What follows belongs to an exercise in optimizing a design on an open flow for small area; a production flow would make more cautious choices. The RTL was checked by simulation tests, not by an equivalence proof against the original design. No activity file was given, so power comes from the tool's default toggle rates.

==> module ddr3_front_end, before the edit <==
module ddr3_front_end #(
    parameter int DATA_W           = ddr3_fe_pkg::DATA_W_DEF,
    parameter int ADDR_W           = ddr3_fe_pkg::ADDR_W_DEF,
    parameter int MAX_READS        = ddr3_fe_pkg::MAX_READS_DEF,
    parameter int QUEUE_DEPTH      = ddr3_fe_pkg::QUEUE_DEPTH_DEF,
    parameter int QUEUE_FULL_LEVEL = ddr3_fe_pkg::QUEUE_FULL_LEVEL_DEF
) (
    input  logic                  afi_clk,
    input  logic                  core_rstb,
    input  logic [2:0]            mode,    
    input  logic                  host_rd_req,
    input  logic [ADDR_W-1:0]     host_rd_addr,
    output logic                  host_rd_ready,
    output logic [DATA_W-1:0]     host_rdata,
    output logic                  host_rdata_valid,
    input  logic                  flt_wvalid,
    input  logic                  flt_rvalid,
    input  logic [ADDR_W-1:0]     flt_addr,
    input  logic [DATA_W-1:0]     flt_wdata,
    output logic                  flt_ready,
    output logic [DATA_W-1:0]     flt_rdata,
    output logic                  flt_rdata_valid,
    output logic                  init_done,
    output logic                  avl_burstbegin,
    output logic [ADDR_W-1:0]     avl_addr,
    output logic [DATA_W-1:0]     avl_wdata,
    output logic                  avl_read_req,
    output logic                  avl_write_req,
    input  logic                  avl_ready,
    input  logic                  avl_rdata_valid,
    input  logic [DATA_W-1:0]     avl_rdata
);
    localparam int ENTRY_W = 1 + ADDR_W + DATA_W;  
    localparam int N       = QUEUE_FULL_LEVEL;     
    localparam int FILL_W  = $clog2(N + 1);
    localparam int CNT_W   = $clog2(MAX_READS + 1);
    logic       active;    
    logic       draining;  
    logic [2:0] mode_q;    
    logic       st_init, st_host, st_filter;
    logic       serving_host;
    logic       reads_idle, read_allowed;
    assign serving_host = (mode_q == ddr3_fe_pkg::DDR3_READ);
    assign st_init      = active & (mode_q == ddr3_fe_pkg::DDR3_INIT);
    assign st_host      = active & serving_host;
    assign st_filter    = active & ((mode_q == ddr3_fe_pkg::PROGRAM) |
                                    (mode_q == ddr3_fe_pkg::SOLID_ISLANDS) |
                                    (mode_q == ddr3_fe_pkg::CORRECTION));
    always_ff @(posedge afi_clk or negedge core_rstb) begin
        if (!core_rstb) begin
            active   <= 1'b0;
            draining <= 1'b0;
            mode_q   <= ddr3_fe_pkg::PROGRAM;
        end else if (draining) begin
            if (reads_idle) begin
                draining <= 1'b0;
                active   <= 1'b1;
                mode_q   <= mode;
            end
        end else if (!active || mode != mode_q) begin
            draining <= 1'b1;
            active   <= 1'b0;
        end
    end
    logic [ADDR_W-1:0] sweep_addr;
    logic              sweep_write;
    assign sweep_write = st_init & ~init_done;
    always_ff @(posedge afi_clk or negedge core_rstb) begin
        if (!core_rstb) begin
            init_done <= 1'b0;
        end else if (!st_init) begin
            init_done <= 1'b0;  
        end else if (sweep_write & avl_ready & (sweep_addr == '1)) begin
            init_done <= 1'b1;  
        end
    end
    always_ff @(posedge afi_clk) begin
        if (!st_init) begin
            sweep_addr <= '0;
        end else if (sweep_write & avl_ready) begin
            sweep_addr <= sweep_addr + 1'b1;
        end
    end
    logic [FILL_W-1:0]  fill;
    logic               push, req_take;
    logic [N-1:0]       sel;
    logic [ENTRY_W-1:0] head;
    logic               head_write;
    logic [ADDR_W-1:0]  head_addr;
    logic [DATA_W-1:0]  head_wdata;
    assign flt_ready = (fill < FILL_W'(N));
    assign push      = (flt_wvalid | flt_rvalid) & flt_ready;  
    always_comb begin
        for (int i = 0; i < N; i++) begin
            sel[i] = st_filter & (fill == FILL_W'(i + 1));
        end
    end
    cmd_queue #(.ENTRY_W(ENTRY_W), .DEPTH(N)) u_queue (
        .afi_clk (afi_clk),
        .push    (push),
        .wentry  ({flt_wvalid, flt_addr, flt_wdata}),  
        .sel     (sel),
        .head    (head)
    );
    assign {head_write, head_addr, head_wdata} = head;
    always_ff @(posedge afi_clk or negedge core_rstb) begin
        if (!core_rstb) begin
            fill <= '0;
        end else begin
            fill <= fill + {{(FILL_W-1){req_take & ~push}}, push ^ req_take};
        end
    end
    assign avl_write_req  = sweep_write | head_write;
    assign avl_read_req   = ((st_host & host_rd_req) | (st_filter & (fill != '0) & ~head_write)) &
                            read_allowed;
    assign avl_addr       = ({ADDR_W{st_init}} & sweep_addr) |
                            ({ADDR_W{st_host}} & host_rd_addr) | head_addr;
    assign avl_wdata      = head_wdata;  
    assign avl_burstbegin = (avl_read_req | avl_write_req) & avl_ready;
    assign req_take       = st_filter & avl_burstbegin;
    assign host_rd_ready  = st_host & read_allowed & avl_ready;
    logic [CNT_W-1:0]  in_flight;  
    logic [DATA_W-1:0] rdata_q;    
    logic              read_accepted;
    assign read_accepted = avl_read_req & avl_ready;
    always_ff @(posedge afi_clk or negedge core_rstb) begin
        if (!core_rstb) begin
            in_flight <= '0;
        end else begin
            in_flight <= in_flight + {{(CNT_W-1){avl_rdata_valid & ~read_accepted}},
                                      read_accepted ^ avl_rdata_valid};
        end
    end
    assign read_allowed = (in_flight < CNT_W'(MAX_READS));
    assign reads_idle   = (in_flight == '0);
    always_ff @(posedge afi_clk or negedge core_rstb) begin
        if (!core_rstb) begin
            host_rdata_valid <= 1'b0;
            flt_rdata_valid  <= 1'b0;
        end else begin
            host_rdata_valid <= avl_rdata_valid & serving_host;
            flt_rdata_valid  <= avl_rdata_valid & ~serving_host;
        end
    end
    always_ff @(posedge afi_clk) begin
        rdata_q <= avl_rdata;
    end
    assign host_rdata = rdata_q;
    assign flt_rdata  = rdata_q;
endmodule
==> flow/config.mk <==
export PLATFORM = sky130hd
export DESIGN_NAME = ddr3_front_end
export DESIGN_NICKNAME = ddr3_front_end
export VERILOG_FILES = /design/flow/design.v
export SDC_FILE = /design/flow/constraint.sdc
export NUM_CORES = 4
export LEC_CHECK = 0
export CAP_MARGIN = 20
export CORE_MARGIN = 2
export CORE_UTILIZATION = 60
export CTS_BUF_LIST = sky130_fd_sc_hd__clkbuf_4
export CTS_CLUSTER_DIAMETER = 40
export CTS_CLUSTER_SIZE = 10
export PLACE_DENSITY = 0.8
export SLEW_MARGIN = 20
export SYNTH_HIERARCHICAL = 1
==> flow/constraint.sdc <==
create_clock -name core_clock -period 5.0 [get_ports {afi_clk}]
set_input_delay 1.0000 -clock core_clock [delete_from_list [all_inputs] [get_ports {afi_clk}]]
set_output_delay 1.0000 -clock core_clock [all_outputs]
set_load 0.01 [all_outputs]
standard.sh (not shown) runs the stock make flow with config.mk's settings and CLKGATE_MAP_FILE= SYNTH_SCRIPT=/design/flow/synth_recipe.tcl, a recipe that flattens the netlist after the stock synthesis.
==> flow/flow/run.sh <==
#!/bin/bash
# The standard layout with two changes:
# - the port buffers buffer_ports inserts during global placement are the
#   smallest buffer (sky130_fd_sc_hd__buf_1); every port still gets its buffer;
# - clock tree synthesis adds no dummy load cells on the clock tree's leaves.
# The clock tree settings repeat config.mk's.
set -euo pipefail
export BUFFER_PORTS_ARGS="-buffer_cell sky130_fd_sc_hd__buf_1"
export CTS_ARGS="-sink_clustering_enable -repair_clock_nets -dont_use_dummy_load -sink_clustering_size 10 -sink_clustering_max_diameter 40 -buf_list sky130_fd_sc_hd__clkbuf_4"
bash standard.sh > standard.log 2>&1
Then changed:
--- a/flow/design.v
+++ b/flow/design.v
@@ -138,25 +138,33 @@
             draining <= 1'b1;
             active   <= 1'b0;
         end
     end
-    logic [ADDR_W-1:0] sweep_addr;
-    logic              sweep_write;
-    assign sweep_write = st_init & ~init_done;
+    localparam int LO_W = CNT_W;
+    logic [ADDR_W-1:0]      sweep_addr;
+    logic [ADDR_W-LO_W-1:0] sweep_hi;
+    logic                   sweep_write;
+    logic                   sweep_accepted;
+    logic                   leave_init;
+    logic [CNT_W-1:0]       in_flight;
+    assign sweep_write    = st_init & ~init_done;
+    assign sweep_accepted = sweep_write & avl_ready;
+    assign sweep_addr     = {sweep_hi, in_flight};
+    assign leave_init     = st_init & (mode != mode_q);
     always_ff @(posedge afi_clk or negedge core_rstb) begin
         if (!core_rstb) begin
             init_done <= 1'b0;
         end else if (!st_init) begin
             init_done <= 1'b0;  
-        end else if (sweep_write & avl_ready & (sweep_addr == '1)) begin
+        end else if (sweep_accepted & (sweep_addr == '1)) begin
             init_done <= 1'b1;  
         end
     end
     always_ff @(posedge afi_clk) begin
         if (!st_init) begin
-            sweep_addr <= '0;
-        end else if (sweep_write & avl_ready) begin
-            sweep_addr <= sweep_addr + 1'b1;
+            sweep_hi <= '0;
+        end else if (sweep_accepted & (in_flight == '1)) begin
+            sweep_hi <= sweep_hi + 1'b1;
         end
     end
     logic [FILL_W-1:0]  fill;
     logic               push, req_take;
@@ -195,18 +203,19 @@
     assign avl_wdata      = head_wdata;  
     assign avl_burstbegin = (avl_read_req | avl_write_req) & avl_ready;
     assign req_take       = st_filter & avl_burstbegin;
     assign host_rd_ready  = st_host & read_allowed & avl_ready;
-    logic [CNT_W-1:0]  in_flight;  
     logic [DATA_W-1:0] rdata_q;    
-    logic              read_accepted;
-    assign read_accepted = avl_read_req & avl_ready;
-    always_ff @(posedge afi_clk or negedge core_rstb) begin
-        if (!core_rstb) begin
+    logic              count_up;
+    assign count_up = (avl_read_req | sweep_write) & avl_ready;
+    always_ff @(posedge afi_clk or negedge core_rstb) begin
+        if (!core_rstb) begin
+            in_flight <= '0;
+        end else if (leave_init) begin
             in_flight <= '0;
         end else begin
-            in_flight <= in_flight + {{(CNT_W-1){avl_rdata_valid & ~read_accepted}},
-                                      read_accepted ^ avl_rdata_valid};
+            in_flight <= in_flight + {{(CNT_W-1){avl_rdata_valid & ~count_up}},
+                                      count_up ^ avl_rdata_valid};
         end
     end
     assign read_allowed = (in_flight < CNT_W'(MAX_READS));
     assign reads_idle   = (in_flight == '0);
Outcome:
- die area goes down by 0.59%
- register-to-register slack improves by 0.09 ns
- routed wire length decreases by 7.4%
- via count shrinks by 3.8%
- clock power goes down by about 6%
- design area drops by 0.50%
- flip-flop and latch count falls by 4

==> what the ideal ports hide <==
How much do the figures lean on ideal ports? The routed layouts below were timed once more, with nothing changed but the port constraints.
Step 1 assumes that a clkbuf_16 drives the clock port and a buf_2 every other input.
Step 2 adds t to the input delays and takes it off the output delays; t is the mean of the earliest and latest rising clock arrival at the registers after step 1. Input paths then give back, and output paths get back, about the clock's delay inside the block.
Three values: ideal ports, drivers, drivers and shift; two values: the first two.
run	t, ns	slack for setup (ns)	hold WS [ns]	worst data-port slew with drivers (ns)	cell pins on the clock port's net
the first run	0.722	0.204 / 0.160 / 0.881	0.361 / 0.341 / 0.403	0.05	1
the second run	0.751	0.304 / 0.260 / 1.003	0.342 / 0.325 / 0.432	0.04	1
After both steps setup and hold are still met in every run listed.
